Context: an optimization exercise on an open-source flow, tuned for small area and a short achievable clock period. The choices shown serve that exercise and are no tape-out recipe. No activity file was given, so power comes from the tool's default toggle rates.

==> v39: inputs <==
Design csv_record_parse_and_hash, start of the top module:
module csv_record_parse_and_hash #(
  parameter int NUM_BUCKETS = crph_pkg::NUM_BUCKETS_DEF
) (
  input  logic         clk,
  input  logic         rst_n,
  input  logic         in_tvalid,
  output logic         in_tready,
  input  logic [7:0]   in_tdata,    
  input  logic         in_tlast,    
  output logic         out_tvalid,
  input  logic         out_tready,
  output logic [103:0] out_tdata,   
  output logic [1:0]   out_tuser    
);
==> flow/config.mk <==
export PLATFORM = sky130hd
export DESIGN_NAME = csv_record_parse_and_hash
export DESIGN_NICKNAME = csv_record_parse_and_hash
export VERILOG_FILES = /design/flow/design.v
export SDC_FILE = /design/flow/constraint.sdc
export NUM_CORES = 4
export LEC_CHECK = 0
export CAP_MARGIN = 20
export CORE_MARGIN = 2
export CORE_UTILIZATION = 60
export CTS_BUF_LIST = sky130_fd_sc_hd__clkbuf_4 sky130_fd_sc_hd__clkbuf_8
export PLACE_DENSITY = 0.75
export SETUP_SLACK_MARGIN = 2.0
export SLEW_MARGIN = 20
==> flow/constraint.sdc <==
create_clock -name core_clock -period 5.5 [get_ports {clk}]
set_input_delay 1.1000 -clock core_clock [delete_from_list [all_inputs] [get_ports {clk}]]
set_output_delay 1.1000 -clock core_clock [all_outputs]
set_load 0.01 [all_outputs]
standard.sh (not shown) runs the stock make flow with config.mk's settings and CLKGATE_MAP_FILE= SYNTH_SCRIPT=/design/flow/synth_recipe.tcl, a recipe that flattens the netlist after the stock synthesis.
==> flow/flow/run.sh <==
#!/bin/bash
# The standard layout (standard.sh), with the port buffers made of the smallest
# plain buffer instead of the resizer's default choice. Every input and output
# port still gets its own buffer.
set -euo pipefail
export BUFFER_PORTS_ARGS="-buffer_cell sky130_fd_sc_hd__buf_1"
bash standard.sh > standard_flow.log 2>&1
==> inputs of v21, as changes to v39 <==
--- a/flow/design.v
+++ b/flow/design.v
@@ -37,27 +37,35 @@
   input  logic [7:0]   in_tdata,    
   input  logic         in_tlast,    
   output logic         out_tvalid,
   input  logic         out_tready,
   output logic [103:0] out_tdata,   
   output logic [1:0]   out_tuser    
 );
+  localparam logic [2:0] S_START      = 3'd0;
+  localparam logic [2:0] S_RANK       = 3'd1;
+  localparam logic [2:0] S_OPEN_CITY  = 3'd2;
+  localparam logic [2:0] S_CITY       = 3'd3;
+  localparam logic [2:0] S_AFTER_CITY = 3'd4;
+  localparam logic [2:0] S_POP_OPEN   = 3'd5;
+  localparam logic [2:0] S_POP        = 3'd6;
+  localparam logic [2:0] S_SKIP       = 3'd7;
   logic        skid_v;           
   logic [7:0]  skid_b;
   logic        skid_l;
   logic        out_v;            
   logic        out_acc;          
   logic        out_err;          
   logic        out_gp;           
   logic        out_gc;           
   logic [19:0] q_rank;           
   logic        q_rsat;           
   logic [31:0] q_pop;
   logic        q_psat;           
-  logic        s_start, s_rank, s_ocity, s_city, s_acity, s_popen, s_pop, s_skip;
+  logic [2:0]  state;
   logic [19:0] rank;             
   logic        rank_sat;
   logic [15:0] acc_lo;
   logic [15:0] acc_hi;
   logic [3:0]  acc_c;            
   logic        acc_hp;           
   logic        acc_sat;          
@@ -70,71 +78,95 @@
   logic        cpend;            
   logic       ob_free;
   logic [7:0] b;
   logic       last;
   logic       bv;
   logic       is_digit, is_comma, is_quote, is_paren;
   logic [3:0] digit;
+  logic [2:0] state_nxt;
   logic       emit;
   logic       acc_word;
   logic       city_word;
   logic       commit;
   assign ob_free = !out_v || out_tready;
   assign b       = skid_v ? skid_b : in_tdata;
   assign last    = skid_v ? skid_l : in_tlast;
   assign bv      = skid_v || in_tvalid;
   assign is_digit = (b[7:4] == 4'h3) && (b[3:0] <= 4'd9);
   assign is_comma = (b == crph_pkg::CH_COMMA);
   assign is_quote = (b == crph_pkg::CH_QUOTE);
   assign is_paren = (b == crph_pkg::CH_PAREN);
   assign digit    = b[3:0];
-  logic go_rank, go_ocity, go_city, go_acity, go_popen, go_pop, stay_city;
-  assign go_rank   = is_digit && (s_start || s_rank);
-  assign go_ocity  = is_comma && s_rank;
-  assign go_city   = is_quote && s_ocity;
-  assign stay_city = !is_quote && s_city;
-  assign go_acity  = is_quote && s_city;
-  assign go_popen  = is_comma && s_acity;
-  assign go_pop    = (is_quote && s_popen) || ((is_digit || is_comma) && s_pop);
-  assign acc_word  = (is_paren && s_popen) || (is_quote && s_pop);
-  assign city_word = !last && stay_city;
-  assign emit      = last ? !s_skip
-                          : !(go_rank || go_ocity || go_city || go_acity || go_popen || go_pop || s_skip);
+  always_comb begin
+    state_nxt = S_SKIP;
+    emit      = 1'b1;
+    acc_word  = 1'b0;
+    city_word = 1'b0;
+    unique case (state)
+      S_START: if (is_digit) begin
+        state_nxt = S_RANK; emit = 1'b0;
+      end
+      S_RANK: if (is_digit) begin
+        state_nxt = S_RANK; emit = 1'b0;
+      end else if (is_comma) begin
+        state_nxt = S_OPEN_CITY; emit = 1'b0;
+      end
+      S_OPEN_CITY: if (is_quote) begin
+        state_nxt = S_CITY; emit = 1'b0;
+      end
+      S_CITY: if (is_quote) begin
+        state_nxt = S_AFTER_CITY; emit = 1'b0;
+      end else begin
+        state_nxt = S_CITY; city_word = 1'b1;
+      end
+      S_AFTER_CITY: if (is_comma) begin
+        state_nxt = S_POP_OPEN; emit = 1'b0;
+      end
+      S_POP_OPEN: if (is_quote) begin
+        state_nxt = S_POP; emit = 1'b0;
+      end else if (is_paren) begin
+        acc_word = 1'b1;
+      end
+      S_POP: if (is_digit || is_comma) begin
+        state_nxt = S_POP; emit = 1'b0;
+      end else if (is_quote) begin
+        acc_word = 1'b1;
+      end
+      default: emit = 1'b0;
+    endcase
+    if (last) begin
+      state_nxt = S_START;
+      if (state != S_SKIP) begin
+        emit      = 1'b1;
+        city_word = 1'b0;
+      end
+    end
+  end
   assign commit = bv && (ob_free || !emit);
   always_ff @(posedge clk) begin
     if (!rst_n) begin
       skid_v <= 1'b0;
       out_v  <= 1'b0;
-      s_start <= 1'b1;
-      {s_rank, s_ocity, s_city, s_acity, s_popen, s_pop, s_skip} <= '0;
+      state  <= S_START;
     end else begin
       skid_v <= bv && emit && !ob_free;
       if (ob_free) out_v <= bv && emit;
-      if (commit) begin
-        s_start <= last;
-        s_rank  <= !last && go_rank;
-        s_ocity <= !last && go_ocity;
-        s_city  <= !last && (go_city || stay_city);
-        s_acity <= !last && go_acity;
-        s_popen <= !last && go_popen;
-        s_pop   <= !last && go_pop;
-        s_skip  <= !last && !(go_rank || go_ocity || go_city || stay_city || go_acity || go_popen || go_pop);
-      end
+      if (commit) state <= state_nxt;
     end
   end
   logic        acc_clr;          
   logic        acc_step;         
   logic        acc_aux;          
   logic [19:0] lo_mul;
   logic [19:0] hi_mul;
   logic [15:0] hi_eff;
   logic        sat_eff;
-  assign acc_clr  = !rst_n || (commit && (last || s_popen));
-  assign acc_step = commit && is_digit && (s_start || s_rank || s_pop);
-  assign acc_aux  = s_city || s_acity;
+  assign acc_clr  = !rst_n || (commit && (last || state == S_POP_OPEN));
+  assign acc_step = commit && is_digit && (state == S_START || state == S_RANK || state == S_POP);
+  assign acc_aux  = (state == S_CITY) || (state == S_AFTER_CITY);
   logic [19:0] lo_x10, lo_x10p;
   logic [4:0]  lo_low;
   assign lo_x10   = (20'(acc_lo) << 3) + (20'(acc_lo) << 1);
   assign lo_x10p  = (20'(acc_lo) << 3) + (20'(acc_lo) << 1) + 20'd16;
   assign lo_low   = {1'b0, lo_x10[3:0]} + {1'b0, digit};
   assign lo_mul   = {lo_low[4] ? lo_x10p[19:4] : lo_x10[19:4], lo_low[3:0]};
   assign hi_mul   = (20'(acc_hi) << 3) + (20'(acc_hi) << 1) + 20'(acc_c);
@@ -167,15 +199,15 @@
   logic [5:0] sq_s, sq_d;
   logic [4:0] sq_fs, sq_fd, r16_h;
   logic [6:0] k_t;
   logic [6:0] k_t25, k_t50;
   logic [4:0] k;
   assign a16   = px[8:5];
   assign a25   = px[4:0];
-  assign b16   = cbyte[3:0];
+  assign b16   = acc_lo[8:5];
   assign b25   = acc_lo[4:0];
   assign sq_s  = 6'(a25) + 6'(b25);
   assign sq_d  = 6'(a25) - 6'(b25);
   assign p_r16 = 4'(a16 * b16);
   always_comb begin
     unique case (sq_s)
       6'd0: sq_fs = 5'd0;
@@ -344,81 +376,82 @@
       (p_r16 == 4'd15);
   assign r16_h[4] = (p_r16 == 4'd2) |
       (p_r16 == 4'd4) |
       (p_r16 == 4'd6) |
       (p_r16 == 4'd9) |
       (p_r16 == 4'd11) |
       (p_r16 == 4'd13);
-  assign k_t   = 7'(acc_lo[9:5]) - 7'(acc_lo[4:0]) - 7'(acc_lo[14:10]);
+  logic [5:0] sq_fdh;
+  assign sq_fdh = 6'(sq_fd) + 6'(r16_h);
+  assign k_t   = 7'(acc_lo[10:6]) - 7'(acc_lo[5:0]);
   assign k_t25 = k_t + 7'd25;
   assign k_t50 = k_t + 7'd50;
   assign k     = !k_t[6] ? k_t[4:0] : !k_t25[6] ? k_t25[4:0] : k_t50[4:0];
   always_ff @(posedge clk) begin
     acc_hp <= acc_step && !acc_clr;
     if (acc_step && !acc_clr) begin
       acc_lo <= lo_mul[15:0];
       acc_c  <= lo_mul[19:16];
     end else if (acc_clr) begin
       acc_lo <= '0;
     end else if (acc_aux && p2_r) begin
-      acc_lo[9:0] <= {sq_fs, sq_fd};
+      acc_lo[14:0] <= {p_r16, sq_fs, sq_fdh};
     end else if (acc_aux && cb_r && !cpend && len == 10'd1) begin
-      acc_lo[14:10] <= r16_h;
-      acc_lo[4:0]   <= c25;
+      acc_lo[8:0] <= {cbyte[3:0], c25};
     end
     if (acc_clr) begin
       acc_hi  <= '0;
       acc_sat <= 1'b0;
     end else begin
       acc_hi  <= hi_eff;
       acc_sat <= sat_eff;
     end
-    if (s_rank) begin
+    if (state == S_RANK) begin
       rank     <= {hi_eff[3:0], acc_lo};
       rank_sat <= sat_eff || (acc_hp ? (acc_hi >= 16'd2 || (acc_hi == 16'd1 && acc_c >= 4'd6))
                                      : acc_hi >= 16'd16);
     end
   end
   logic [8:0]  sum_base;
   logic [9:0]  sum_add;
   logic [10:0] sum_sub;          
   assign sum_base = cpend ? 9'd0 : sum;
   assign sum_add  = 10'(sum_base) + 10'(cbyte);
   assign sum_sub  = 11'(sum_base) + 11'(cbyte) - 11'd400;
   always_ff @(posedge clk) begin
-    cb_r <= commit && stay_city;
+    cb_r <= commit && state == S_CITY && !is_quote;
     p2_r <= cb_r && !cpend && len == 10'd1;
     p3_r <= p2_r;
-    if (commit && s_ocity) begin
+    if (commit && state == S_OPEN_CITY) begin
       cpend <= 1'b1;
     end else if (cb_r) begin
       cpend <= 1'b0;
     end
     if (cb_r) begin
       if (cpend) len <= 10'd1;
       else if (len != crph_pkg::LEN_MAX) len <= len + 10'd1;
       sum <= sum_sub[10] ? sum_add[8:0] : sum_sub[8:0];
     end
     if (cb_r && cpend) begin
       px <= {cbyte[3:0], c25};
-    end else if (cb_r && len == 10'd1) begin
-      px[8:5] <= p_r16;
     end else if (p3_r) begin
-      px[4:0] <= k;
+      px <= {acc_lo[14:11], k};
     end
   end
   always_ff @(posedge clk) begin
-    skid_b <= b;
-    skid_l <= last;
+    if (!skid_v) begin
+      skid_b <= in_tdata;
+      skid_l <= in_tlast;
+    end
     if (ob_free) begin
       out_acc <= acc_word;
       out_err <= !acc_word && !city_word;
-      out_gp  <= acc_word && s_pop;
+      out_gp  <= acc_word && (state == S_POP);
       out_gc  <= acc_word && !cpend;
-      q_rank  <= {rank[19:8], s_city ? b : rank[7:0]};
+      q_rank  <= {rank[19:8], (state == S_CITY) ? b : rank[7:0]};
       q_rsat  <= rank_sat;
       q_pop   <= {hi_eff, acc_lo};
       q_psat  <= sat_eff;
     end
   end
   logic [5:0] len_m800;           
   logic [6:0] len_m400;           
- SETUP_SLACK_MARGIN: 2.0 -> 1.5
==> inputs of v10, as changes to v39 <==
--- a/flow/design.v
+++ b/flow/design.v
@@ -37,104 +37,137 @@
   input  logic [7:0]   in_tdata,    
   input  logic         in_tlast,    
   output logic         out_tvalid,
   input  logic         out_tready,
   output logic [103:0] out_tdata,   
   output logic [1:0]   out_tuser    
 );
+  localparam logic [2:0] S_START      = 3'd0;
+  localparam logic [2:0] S_RANK       = 3'd1;
+  localparam logic [2:0] S_OPEN_CITY  = 3'd2;
+  localparam logic [2:0] S_CITY       = 3'd3;
+  localparam logic [2:0] S_AFTER_CITY = 3'd4;
+  localparam logic [2:0] S_POP_OPEN   = 3'd5;
+  localparam logic [2:0] S_POP        = 3'd6;
+  localparam logic [2:0] S_SKIP       = 3'd7;
   logic        skid_v;           
   logic [7:0]  skid_b;
   logic        skid_l;
   logic        out_v;            
   logic        out_acc;          
   logic        out_err;          
   logic        out_gp;           
   logic        out_gc;           
+  logic        out_gx;           
   logic [19:0] q_rank;           
   logic        q_rsat;           
   logic [31:0] q_pop;
   logic        q_psat;           
-  logic        s_start, s_rank, s_ocity, s_city, s_acity, s_popen, s_pop, s_skip;
+  logic [2:0]  state;
   logic [19:0] rank;             
   logic        rank_sat;
   logic [15:0] acc_lo;
   logic [15:0] acc_hi;
   logic [3:0]  acc_c;            
   logic        acc_hp;           
   logic        acc_sat;          
   logic [9:0]  len;
   logic [8:0]  sum;
-  logic [8:0]  px;               
+  logic [10:0] px;               
   logic        cb_r;             
   logic        p2_r;             
   logic        p3_r;             
   logic        cpend;            
   logic       ob_free;
   logic [7:0] b;
   logic       last;
   logic       bv;
   logic       is_digit, is_comma, is_quote, is_paren;
   logic [3:0] digit;
+  logic [2:0] state_nxt;
   logic       emit;
   logic       acc_word;
   logic       city_word;
   logic       commit;
   assign ob_free = !out_v || out_tready;
   assign b       = skid_v ? skid_b : in_tdata;
   assign last    = skid_v ? skid_l : in_tlast;
   assign bv      = skid_v || in_tvalid;
   assign is_digit = (b[7:4] == 4'h3) && (b[3:0] <= 4'd9);
   assign is_comma = (b == crph_pkg::CH_COMMA);
   assign is_quote = (b == crph_pkg::CH_QUOTE);
   assign is_paren = (b == crph_pkg::CH_PAREN);
   assign digit    = b[3:0];
-  logic go_rank, go_ocity, go_city, go_acity, go_popen, go_pop, stay_city;
-  assign go_rank   = is_digit && (s_start || s_rank);
-  assign go_ocity  = is_comma && s_rank;
-  assign go_city   = is_quote && s_ocity;
-  assign stay_city = !is_quote && s_city;
-  assign go_acity  = is_quote && s_city;
-  assign go_popen  = is_comma && s_acity;
-  assign go_pop    = (is_quote && s_popen) || ((is_digit || is_comma) && s_pop);
-  assign acc_word  = (is_paren && s_popen) || (is_quote && s_pop);
-  assign city_word = !last && stay_city;
-  assign emit      = last ? !s_skip
-                          : !(go_rank || go_ocity || go_city || go_acity || go_popen || go_pop || s_skip);
+  always_comb begin
+    state_nxt = S_SKIP;
+    emit      = 1'b1;
+    acc_word  = 1'b0;
+    city_word = 1'b0;
+    unique case (state)
+      S_START: if (is_digit) begin
+        state_nxt = S_RANK; emit = 1'b0;
+      end
+      S_RANK: if (is_digit) begin
+        state_nxt = S_RANK; emit = 1'b0;
+      end else if (is_comma) begin
+        state_nxt = S_OPEN_CITY; emit = 1'b0;
+      end
+      S_OPEN_CITY: if (is_quote) begin
+        state_nxt = S_CITY; emit = 1'b0;
+      end
+      S_CITY: if (is_quote) begin
+        state_nxt = S_AFTER_CITY; emit = 1'b0;
+      end else begin
+        state_nxt = S_CITY; city_word = 1'b1;
+      end
+      S_AFTER_CITY: if (is_comma) begin
+        state_nxt = S_POP_OPEN; emit = 1'b0;
+      end
+      S_POP_OPEN: if (is_quote) begin
+        state_nxt = S_POP; emit = 1'b0;
+      end else if (is_paren) begin
+        acc_word = 1'b1;
+      end
+      S_POP: if (is_digit || is_comma) begin
+        state_nxt = S_POP; emit = 1'b0;
+      end else if (is_quote) begin
+        acc_word = 1'b1;
+      end
+      default: emit = 1'b0;
+    endcase
+    if (last) begin
+      state_nxt = S_START;
+      if (state != S_SKIP) begin
+        emit      = 1'b1;
+        city_word = 1'b0;
+      end
+    end
+  end
   assign commit = bv && (ob_free || !emit);
   always_ff @(posedge clk) begin
     if (!rst_n) begin
       skid_v <= 1'b0;
       out_v  <= 1'b0;
-      s_start <= 1'b1;
-      {s_rank, s_ocity, s_city, s_acity, s_popen, s_pop, s_skip} <= '0;
+      state  <= S_START;
     end else begin
       skid_v <= bv && emit && !ob_free;
       if (ob_free) out_v <= bv && emit;
-      if (commit) begin
-        s_start <= last;
-        s_rank  <= !last && go_rank;
-        s_ocity <= !last && go_ocity;
-        s_city  <= !last && (go_city || stay_city);
-        s_acity <= !last && go_acity;
-        s_popen <= !last && go_popen;
-        s_pop   <= !last && go_pop;
-        s_skip  <= !last && !(go_rank || go_ocity || go_city || stay_city || go_acity || go_popen || go_pop);
-      end
+      if (commit) state <= state_nxt;
     end
   end
   logic        acc_clr;          
   logic        acc_step;         
   logic        acc_aux;          
   logic [19:0] lo_mul;
   logic [19:0] hi_mul;
   logic [15:0] hi_eff;
   logic        sat_eff;
-  assign acc_clr  = !rst_n || (commit && (last || s_popen));
-  assign acc_step = commit && is_digit && (s_start || s_rank || s_pop);
-  assign acc_aux  = s_city || s_acity;
+  assign acc_clr  = !rst_n || (commit && (last || state == S_POP_OPEN));
+  assign acc_step = commit && is_digit && (state == S_START || state == S_RANK || state == S_POP);
+  assign acc_aux  = (state == S_CITY) || (state == S_AFTER_CITY);
   logic [19:0] lo_x10, lo_x10p;
   logic [4:0]  lo_low;
   assign lo_x10   = (20'(acc_lo) << 3) + (20'(acc_lo) << 1);
   assign lo_x10p  = (20'(acc_lo) << 3) + (20'(acc_lo) << 1) + 20'd16;
   assign lo_low   = {1'b0, lo_x10[3:0]} + {1'b0, digit};
   assign lo_mul   = {lo_low[4] ? lo_x10p[19:4] : lo_x10[19:4], lo_low[3:0]};
   assign hi_mul   = (20'(acc_hi) << 3) + (20'(acc_hi) << 1) + 20'(acc_c);
@@ -163,17 +196,15 @@
   assign c_t50 = {1'b0, c_t} - 7'd50;
   assign c25   = !c_t50[6] ? c_t50[4:0] : !c_t25[6] ? c_t25[4:0] : c_t[4:0];
   logic [3:0] a16, b16, p_r16;
   logic [4:0] a25, b25;
   logic [5:0] sq_s, sq_d;
   logic [4:0] sq_fs, sq_fd, r16_h;
   logic [6:0] k_t;
-  logic [6:0] k_t25, k_t50;
-  logic [4:0] k;
-  assign a16   = px[8:5];
+  assign a16   = px[9:6];
   assign a25   = px[4:0];
   assign b16   = cbyte[3:0];
   assign b25   = acc_lo[4:0];
   assign sq_s  = 6'(a25) + 6'(b25);
   assign sq_d  = 6'(a25) - 6'(b25);
   assign p_r16 = 4'(a16 * b16);
   always_comb begin
@@ -345,17 +376,14 @@
   assign r16_h[4] = (p_r16 == 4'd2) |
       (p_r16 == 4'd4) |
       (p_r16 == 4'd6) |
       (p_r16 == 4'd9) |
       (p_r16 == 4'd11) |
       (p_r16 == 4'd13);
   assign k_t   = 7'(acc_lo[9:5]) - 7'(acc_lo[4:0]) - 7'(acc_lo[14:10]);
-  assign k_t25 = k_t + 7'd25;
-  assign k_t50 = k_t + 7'd50;
-  assign k     = !k_t[6] ? k_t[4:0] : !k_t25[6] ? k_t25[4:0] : k_t50[4:0];
   always_ff @(posedge clk) begin
     acc_hp <= acc_step && !acc_clr;
     if (acc_step && !acc_clr) begin
       acc_lo <= lo_mul[15:0];
       acc_c  <= lo_mul[19:16];
     end else if (acc_clr) begin
       acc_lo <= '0;
@@ -368,78 +396,87 @@
     if (acc_clr) begin
       acc_hi  <= '0;
       acc_sat <= 1'b0;
     end else begin
       acc_hi  <= hi_eff;
       acc_sat <= sat_eff;
     end
-    if (s_rank) begin
+    if (state == S_RANK) begin
       rank     <= {hi_eff[3:0], acc_lo};
       rank_sat <= sat_eff || (acc_hp ? (acc_hi >= 16'd2 || (acc_hi == 16'd1 && acc_c >= 4'd6))
                                      : acc_hi >= 16'd16);
     end
   end
   logic [8:0]  sum_base;
   logic [9:0]  sum_add;
   logic [10:0] sum_sub;          
   assign sum_base = cpend ? 9'd0 : sum;
   assign sum_add  = 10'(sum_base) + 10'(cbyte);
   assign sum_sub  = 11'(sum_base) + 11'(cbyte) - 11'd400;
   always_ff @(posedge clk) begin
-    cb_r <= commit && stay_city;
+    cb_r <= commit && state == S_CITY && !is_quote;
     p2_r <= cb_r && !cpend && len == 10'd1;
     p3_r <= p2_r;
-    if (commit && s_ocity) begin
+    if (commit && state == S_OPEN_CITY) begin
       cpend <= 1'b1;
     end else if (cb_r) begin
       cpend <= 1'b0;
     end
     if (cb_r) begin
       if (cpend) len <= 10'd1;
       else if (len != crph_pkg::LEN_MAX) len <= len + 10'd1;
       sum <= sum_sub[10] ? sum_add[8:0] : sum_sub[8:0];
     end
     if (cb_r && cpend) begin
-      px <= {cbyte[3:0], c25};
+      px[9:6] <= cbyte[3:0];
+      px[4:0] <= c25;
     end else if (cb_r && len == 10'd1) begin
-      px[8:5] <= p_r16;
+      px[9:6] <= p_r16;
     end else if (p3_r) begin
-      px[4:0] <= k;
+      px[10]  <= k_t[6];
+      px[5:0] <= k_t[5:0];
     end
   end
   always_ff @(posedge clk) begin
     skid_b <= b;
     skid_l <= last;
     if (ob_free) begin
       out_acc <= acc_word;
       out_err <= !acc_word && !city_word;
-      out_gp  <= acc_word && s_pop;
+      out_gp  <= acc_word && (state == S_POP);
       out_gc  <= acc_word && !cpend;
-      q_rank  <= {rank[19:8], s_city ? b : rank[7:0]};
+      out_gx  <= acc_word && !cpend && len[9:1] != 9'd0;
+      q_rank  <= {rank[19:8], (state == S_CITY) ? b : rank[7:0]};
       q_rsat  <= rank_sat;
       q_pop   <= {hi_eff, acc_lo};
       q_psat  <= sat_eff;
     end
   end
   logic [5:0] len_m800;           
   logic [6:0] len_m400;           
   logic [8:0] len_idx;
   assign len_m800 = {1'b0, len[9:5]} - 6'd25;
   assign len_m400 = {1'b0, len[9:4]} - 7'd25;
   assign len_idx  = !len_m800[5] ? {len_m800[3:0], len[4:0]} :
                     !len_m400[6] ? {len_m400[4:0], len[3:0]} : len[8:0];
+  logic [6:0] k_q, k_q25, k_q50;
+  logic [4:0] k;
   logic [8:0] prod_idx;
-  assign prod_idx = (len[9:1] == 9'd0) ? 9'd0 : {px[4:0], px[8:5]};
+  assign k_q      = {px[10], px[5:0]};
+  assign k_q25    = k_q + 7'd25;
+  assign k_q50    = k_q + 7'd50;
+  assign k        = !k_q[6] ? k_q[4:0] : !k_q25[6] ? k_q25[4:0] : k_q50[4:0];
+  assign prod_idx = {k, px[9:6]};
   logic out_city;
   assign out_city = !out_acc && !out_err;
   assign in_tready  = !skid_v;
   assign out_tvalid = out_v;
   assign out_tuser  = {out_err, out_acc};
   assign out_tdata  = {7'd0,
-                       prod_idx    & {9{out_gc}},
+                       prod_idx    & {9{out_gx}},
                        sum         & {9{out_gc}},
                        len_idx     & {9{out_gc}},
                        len         & {10{out_gc}},
                        (q_pop  | {32{q_psat}}) & {32{out_gp}},
                        (q_rank | {20{q_rsat}}) & {20{out_acc}},
                        q_rank[7:0] & {8{out_city}}};
 endmodule
- ABC_AREA: default -> 1
- SETUP_SLACK_MARGIN: 2.0 -> 2.2
- TNS_END_PERCENT: default -> 10
==> impl_metrics.csv <==
group,metric,value,unit
place,place.detailed.hpwl,23600,µm
power_and_ir_drop,switchingPower,2.10,mW
power_and_ir_drop,power_clock,0.897,mW
critical_path,reg2reg_slack,1.56,ns
power_and_ir_drop,pwr-share-clk,18.0,%
drt,vias_per_cell,6.12,
critical_path,crit_start,"px[0]",
global_route,grt_pass1_vias,9811,
sta,finalClockSkew,0.0203,ns
critical_path,path_class,"flop to flop",
clock_tree,insertion_delay,0.47,ns
finish,sh_seq_area,31.7,%
sta,fin_crit_sh,71.6,%
critical_path,cp.depth,14,
finish,multi_input_area_share,55.3,%
power_and_ir_drop,peakVddDrop,0.223,mV
status,status,"complete, no violations",
clock_tree,clock-sinks,163,
yosys,synth-compound-area-share,20.2,%
yosys,synth_commonest_cells,"edfxtp_1 (127), ha_1 (123), nand2_1 (102), nor2_1 (80), inv_1 (79)",
# the run above: v21

==> impl_metrics.csv <==
group,metric,value,unit
critical_path,crit_start,"px[1]",
power_and_ir_drop,power_clock,0.914,mW
power_and_ir_drop,peakVddDrop,0.434,mV
critical_path,path_class,"flop to output pin",
sta,fin_crit_sh,62.7,%
clock_tree,insertion_delay,0.49,ns
power_and_ir_drop,switchingPower,3.26,mW
sta,finalClockSkew,0.0235,ns
finish,multi_input_area_share,51.9,%
yosys,synth_commonest_cells,"nand2_1 (418), inv_1 (266), nor2_1 (212), edfxtp_1 (130), ha_1 (128)",
status,status,"complete, no violations",
critical_path,reg2reg_slack,2.25,ns
critical_path,cp.depth,11,
# the run above: v10

==> impl_metrics.csv <==
group,metric,value,unit
critical_path,path_class,"flop to flop",
clock_tree,clock-sinks,168,
status,status,"complete, no violations",
drt,vias_per_cell,6.15,
sta,finalClockSkew,0.0153,ns
power_and_ir_drop,peakVddDrop,0.304,mV
critical_path,reg2reg_slack,2.03,ns
sta,fin_crit_sh,63.1,%
power_and_ir_drop,power_clock,0.911,mW
power_and_ir_drop,pwr-share-clk,15.1,%
yosys,synth_commonest_cells,"ha_1 (128), edfxtp_1 (127), nand2_1 (120), nor2_1 (97), inv_1 (84)",
critical_path,crit_start,"acc_lo[0]",
finish,sh_seq_area,30.8,%
# the run above: v39

Function was not checked in any run of this note: the RTL went through the layout flow alone.

## static timing again, ports no longer ideal
The flow's constraints put no driver on any port. The routed layouts listed below were extracted and timed again, unchanged, in two steps. Step 1, drivers: a clkbuf_16 drives clk and a buf_2 each remaining input, both assumed. Step 2 also shifts input and output timing later by t, the mid clock arrival at the registers, as if the neighbouring blocks saw the same clock. Three values: no drivers, after step 1, after step 2; two values: the first two.
| run | t, ns | setup WS [ns] | hold WS [ns] | worst setup path after step 2 | worst slew at a driven data input, ns |
|---|---|---|---|---|---|
| v39 | 0.511 | 2.028 / 2.028 / 1.559 | 0.405 / 0.405 / 0.405 | input to register | 0.05 |
| v21 | 0.506 | 1.562 / 1.562 / 1.434 | 0.412 / 0.412 / 0.412 | input to register | 0.07 |
| v10 | 0.516 | 2.053 / 2.012 / 1.752 | 0.395 / 0.395 / 0.395 | input to register | 0.04 |
After both steps setup and hold are still met in every run listed. The setup slack of v39, which loses most, moves by 0.000 ns with the drivers and by -0.469 ns with both steps.
